Source: an optimization exercise on an open RTL-to-GDS flow (aim: small area and a short achievable clock period). Production flows keep margins and buffers that such runs may drop.
The RTL was checked by simulation tests, not by an equivalence proof against the original design.
No activity file was given, so power comes from the tool's default toggle rates.

v29:
// if_stage
module if_stage #(
    parameter int unsigned BTB_IDX_BITS = 4,
    parameter logic [31:0] RESET_PC     = 32'h0000_0000,
    parameter logic [31:0] NOP_INST     = 32'h0000_0013
) (
    input  logic        clk,
    input  logic        reset,
    input  logic        stall,
    input  logic        flush,
    input  logic [31:0] redirect_pc,
    input  logic        upd_valid,
    input  logic [31:0] upd_pc,
    input  logic        upd_taken,
    input  logic [31:0] upd_target,
    output logic [31:0] imem_addr,
    input  logic [31:0] imem_inst,
    output logic [31:0] if_id_inst,
    output logic [31:0] if_id_pc,
    output logic        if_id_valid,
    output logic        if_id_pred_taken,
    output logic [31:0] if_id_pred_target
);
Size: roughly 1100 flip-flops, roughly 260 I/O pins, roughly 0.049 mm^2 of cells after synthesis.
==> flow/config.mk <==
export PLATFORM = sky130hd
export DESIGN_NAME = if_stage
export DESIGN_NICKNAME = if_stage
export VERILOG_FILES = /design/flow/design.v
export SDC_FILE = /design/flow/constraint.sdc
export NUM_CORES = 4
export LEC_CHECK = 0
export CAP_MARGIN = 20
export CORE_MARGIN = 2
export CORE_UTILIZATION = 55
export SETUP_SLACK_MARGIN = 3.5
export SLEW_MARGIN = 20
==> flow/constraint.sdc <==
create_clock -name core_clock -period 6.0 [get_ports {clk}]
set_input_delay 1.2000 -clock core_clock [delete_from_list [all_inputs] [get_ports {clk}]]
set_output_delay 1.2000 -clock core_clock [all_outputs]
set_load 0.01 [all_outputs]
standard.sh (not shown) runs the stock make flow with config.mk's settings and CLKGATE_MAP_FILE= SYNTH_SCRIPT=/design/flow/synth_recipe.tcl, a recipe that flattens the netlist after the stock synthesis.
==> flow/flow/run.sh <==
#!/bin/bash
set -euo pipefail
export BUFFER_PORTS_ARGS="-buffer_cell sky130_fd_sc_hd__buf_2"
export CTS_ARGS="-sink_clustering_enable -repair_clock_nets -dont_use_dummy_load -sink_clustering_size 30 -sink_clustering_max_diameter 80"
bash standard.sh > flow_make.log 2>&1
Here is what was changed in the inputs of v32 compared with v29.
==> flow/run.sh (new file) <==
#!/bin/bash
# synth_recipe.tcl (not shown) runs the flow's synth.tcl, then flattens the netlist and writes it again
# the make line also repeats each setting of config.mk as NAME=value (left out here)
make -C /OpenROAD-flow-scripts/flow DESIGN_CONFIG=/design/flow/config.mk WORK_HOME=/design/flow/orfs CLKGATE_MAP_FILE= SYNTH_SCRIPT=/design/flow/synth_recipe.tcl finish
diff --git a/flow/config.mk b/flow/config.mk
--- a/flow/config.mk
+++ b/flow/config.mk
@@ -6,4 +6,5 @@
 export NUM_CORES = 4
 export LEC_CHECK = 0
+export ABC_CLOCK_PERIOD_IN_PS = 2500
 export CAP_MARGIN = 20
 export CORE_MARGIN = 2
@@ -11,2 +12,3 @@
 export SETUP_SLACK_MARGIN = 3.5
 export SLEW_MARGIN = 20
+export TNS_END_PERCENT = 10
removed: flow/flow/run.sh
removed: flow/standard.sh
## What came out
Between v29 and v32, the number of distinct library cells after synthesis figures differ only marginally. v32 ends up with a worst hold margin that is 9.4 ps lower than in v29. Comparing v32 and v29, the higher combined area of the multi-input logic cells was measured on v29. Re global-route usage: v32 is 2.1 points down on v29.
diff inputs: v32 => v27
==> flow/flow/run.sh (new file) <==
#!/bin/bash
set -euo pipefail
export BUFFER_PORTS_ARGS="-buffer_cell sky130_fd_sc_hd__buf_2"
export CTS_ARGS="-sink_clustering_enable -repair_clock_nets -dont_use_dummy_load -sink_clustering_size 30 -sink_clustering_max_diameter 80"
bash standard.sh > flow_make.log 2>&1
==> flow/standard.sh (new file) <==
#!/bin/bash
# synth_recipe.tcl (not shown) runs the flow's synth.tcl, then flattens the netlist and writes it again
# the make line also repeats each setting of config.mk as NAME=value (left out here)
make -C /OpenROAD-flow-scripts/flow DESIGN_CONFIG=/design/flow/config.mk WORK_HOME=/design/flow/orfs CLKGATE_MAP_FILE= SYNTH_SCRIPT=/design/flow/synth_recipe.tcl "${@:-finish}"
diff --git a/flow/config.mk b/flow/config.mk
--- a/flow/config.mk
+++ b/flow/config.mk
@@ -6,5 +6,4 @@
 export NUM_CORES = 4
 export LEC_CHECK = 0
-export ABC_CLOCK_PERIOD_IN_PS = 2500
 export CAP_MARGIN = 20
 export CORE_MARGIN = 2
@@ -12,3 +11,3 @@
 export SETUP_SLACK_MARGIN = 3.5
 export SLEW_MARGIN = 20
-export TNS_END_PERCENT = 10
+export TNS_END_PERCENT = 30
removed: flow/run.sh
Results
- v27: full flow OK, the timing, DRC and antenna checks passed
- The core of v27 is less densely filled than that of v32.
- The number of buffers inserted to repair setup after CTS in v27 sits about 13% above the value recorded for v32.
- v27 vs v32: measured slew at the worst slew-check pin down in v27
For v13, these inputs were changed with respect to v27:
diff --git a/flow/config.mk b/flow/config.mk
--- a/flow/config.mk
+++ b/flow/config.mk
@@ -8,6 +8,6 @@
 export CAP_MARGIN = 20
 export CORE_MARGIN = 2
-export CORE_UTILIZATION = 55
+export CORE_UTILIZATION = 45
+export PLACE_DENSITY = 0.75
 export SETUP_SLACK_MARGIN = 3.5
 export SLEW_MARGIN = 20
-export TNS_END_PERCENT = 30
Findings:
v27 reports its capture point of the worst path as pc_q[21] while v13 reports ptgt_q[6]. Diff v27 and v13: placeable core area higher in v13. v13: max-slew headroom at the worst pin lower than v27. Changes observed in v13 relative to v27: floorplan die height saw an increase, net switching power figure barely changed, clock power share lost 0.6 points.

* * *

## run A
Starting RTL as in the previous note.
clock: 6.0 ns
lec_check: 0
cap_margin: 20
core_margin: 2
core_utilization: 55
setup_slack_margin: 3.5
slew_margin: 20
==> flow/flow/run.sh <==
#!/bin/bash
set -euo pipefail
export BUFFER_PORTS_ARGS="-buffer_cell sky130_fd_sc_hd__buf_2"
export CTS_ARGS="-sink_clustering_enable -repair_clock_nets -dont_use_dummy_load -sink_clustering_size 30 -sink_clustering_max_diameter 80"
bash standard.sh MATCH_CELL_FOOTPRINT=0 finish > flow_make.log 2>&1
### run A -> run B
==> flow/flow/run.sh <==
#!/bin/bash
set -euo pipefail
export BUFFER_PORTS_ARGS="-buffer_cell sky130_fd_sc_hd__buf_2"
export CTS_ARGS="-sink_clustering_enable -repair_clock_nets -dont_use_dummy_load"
bash standard.sh > flow_make.log 2>&1
--- outcome ---
Run B finished every step from synthesis to the final layout, and the layout passed the timing, DRC and antenna checks. Relative to run A, the final HPWL from detailed placement measured on run B has increased slightly. Length of routed met2 wiring: run B > run A. Run B — register fraction of the total cell area 0.97 points lower, run A as reference. Slew at the pin with the worst max-slew slack ended up 0.046 ns lower on run B than on run A. Via count was higher in run A than in run B. Horizontal die dimension: run A vs run B identical. Taking run A as the reference point, the cell area after layout of run B rises by about 2%. The lower clock network power came out of run A. Between run A and run B, count of filler cells inserted in the layout decreased. Compared with run A, run B shows a higher clock period minus final worst setup slack.
Input changes introduced in run C (baseline for comparison: run B):
-- flow/flow/run.sh --
<<< run B, line 4
export CTS_ARGS="-sink_clustering_enable -repair_clock_nets -dont_use_dummy_load"
>>> run C, line 4
export CTS_ARGS="-sink_clustering_enable -repair_clock_nets -dont_use_dummy_load -sink_clustering_size 30 -sink_clustering_max_diameter 80"
-- flow/config.mk --
<<< run B, line 8
export CAP_MARGIN = 20
>>> run C, line 8
export CAP_MARGIN = 5
<<< run B, line 12
export SLEW_MARGIN = 20
>>> run C, line 12
export SLEW_MARGIN = 5
Row number of clock buffers in the layout: run C lower / run B higher
Number of synthesized flops with an enable pin: run B vs run C identical
Run C vs. run B: total number of H-tree levels shrank by 1, fraction of area in multi-input gates grew by 0.60 points.
Here is what was changed in the inputs of run D compared with run C.
==> flow/run.sh (new file) <==
#!/bin/bash
# synth_recipe.tcl (not shown) runs the flow's synth.tcl, then flattens the netlist and writes it again
# the make line also repeats each setting of config.mk as NAME=value (left out here)
make -C /OpenROAD-flow-scripts/flow DESIGN_CONFIG=/design/flow/config.mk WORK_HOME=/design/flow/orfs CLKGATE_MAP_FILE= SYNTH_SCRIPT=/design/flow/synth_recipe.tcl finish
-- flow/config.mk --
<<< run C, line 8
export CAP_MARGIN = 5
>>> run D, line 8
export CAP_MARGIN = 20
<<< run C, line 12
export SLEW_MARGIN = 5
>>> run D, line 12
export SLEW_MARGIN = 20
export TNS_END_PERCENT = 10
removed: flow/flow/run.sh
removed: flow/standard.sh
Results
The flow did not stop early for run C: all stages ran, and the layout cleared the timing, DRC and antenna checks. Run D went all the way through synthesis, placement and routing and the layout is clean on timing, DRC and antenna. Looking at share of the clock period used by the worst path after layout across run C and run D, the one that comes out higher is run D. Compared run D vs run C, and initial antenna violation count is down in run D. Multi-input combinational cell count, run C and run D, higher one = run C. The setup slack of run D is smaller than that of run C.
Modified inputs, run E compared to run D
==> flow/flow/run.sh (new file) <==
#!/bin/bash
set -euo pipefail
export BUFFER_PORTS_ARGS="-buffer_cell sky130_fd_sc_hd__buf_2"
export CTS_ARGS="-sink_clustering_enable -repair_clock_nets -dont_use_dummy_load -sink_clustering_size 30 -sink_clustering_max_diameter 80"
bash standard.sh > flow_make.log 2>&1
==> flow/standard.sh (new file) <==
#!/bin/bash
# synth_recipe.tcl (not shown) runs the flow's synth.tcl, then flattens the netlist and writes it again
# the make line also repeats each setting of config.mk as NAME=value (left out here)
make -C /OpenROAD-flow-scripts/flow DESIGN_CONFIG=/design/flow/config.mk WORK_HOME=/design/flow/orfs CLKGATE_MAP_FILE= SYNTH_SCRIPT=/design/flow/synth_recipe.tcl "${@:-finish}"
-- flow/config.mk --
<<< run D, line 11
>>> run E, line 11
export PLACE_DENSITY = 0.75
<<< run D, line 13
export TNS_END_PERCENT = 10
>>> run E, line 14
removed: flow/run.sh
--- outcome ---
Run E finished end to end and its layout was clean on timing, DRC and antenna. Density: run E sparser than run D. Changes observed in run E relative to run D: sequential cell fraction of total power went up 10 points; post-route fraction of the period consumed by the critical path picked up an extra 0.55 points. Delta (run E minus run D): cell count shrank by 2.2%; via count grew by about 2.5%; maximum clock rate shrank by about 1%. Of run E and run D, run D shows the higher clock group share of total power, with run E below it. Compared to run D, run E has proportion of cell area occupied by registers 1.4 points higher. Of the two candidates, run D has the worse cell area and run E the better one. [run E vs run D] non-clock buffer count: higher in run E. Run E ended up with pc_q[24] as its startpoint of the worst setup timing path; run D ended up with pc_q[23]. On total power, run E does better than run D.

-- what the ideal ports hide --
In the flow no input, the clock included, has a driving cell. The finished layouts below were timed again as built, in two steps. Step 1: set_driving_cell puts a clkbuf_16 on clk and a buf_2 on each other input, an assumption about the parent block. Step 2 times the ports against the registers' clock, not the clock port: input delays grow and output delays shrink by t, the midpoint of the rising clock arrivals with the driver on. a / b / c = no drivers / after step 1 / after step 2; a / b = the first two.
run | t, ns | setup WS [ns] | latest minus earliest clock arrival (ns) | pins driven straight from the clock port
v29 | 0.718 | 3.015 / 3.015 / 2.547 | 0.073 / 0.073 | 1
v32 | 0.779 | 2.885 / 2.885 / 2.293 | 0.048 / 0.048 | 1
v27 | 0.717 | 2.933 / 2.933 / 2.427 | 0.046 / 0.046 | 1
v13 | 0.712 | 2.999 / 2.999 / 2.430 | 0.125 / 0.124 | 1
run A | 0.726 | 2.975 / 2.975 / 2.362 | 0.050 / 0.049 | 1
run B | 0.763 | 2.948 / 2.948 / 2.438 | 0.085 / 0.084 | 1
run C | 0.718 | 3.015 / 3.015 / 2.547 | 0.073 / 0.073 | 1
run D | 0.779 | 2.885 / 2.885 / 2.293 | 0.048 / 0.048 | 1
run E | 0.694 | 2.852 / 2.852 / 2.498 | 0.096 / 0.095 | 1
After both steps setup and hold are still met in every run listed. For run A, which loses most, drivers alone change the setup slack by 0.000 ns; drivers and shift together by -0.613 ns.
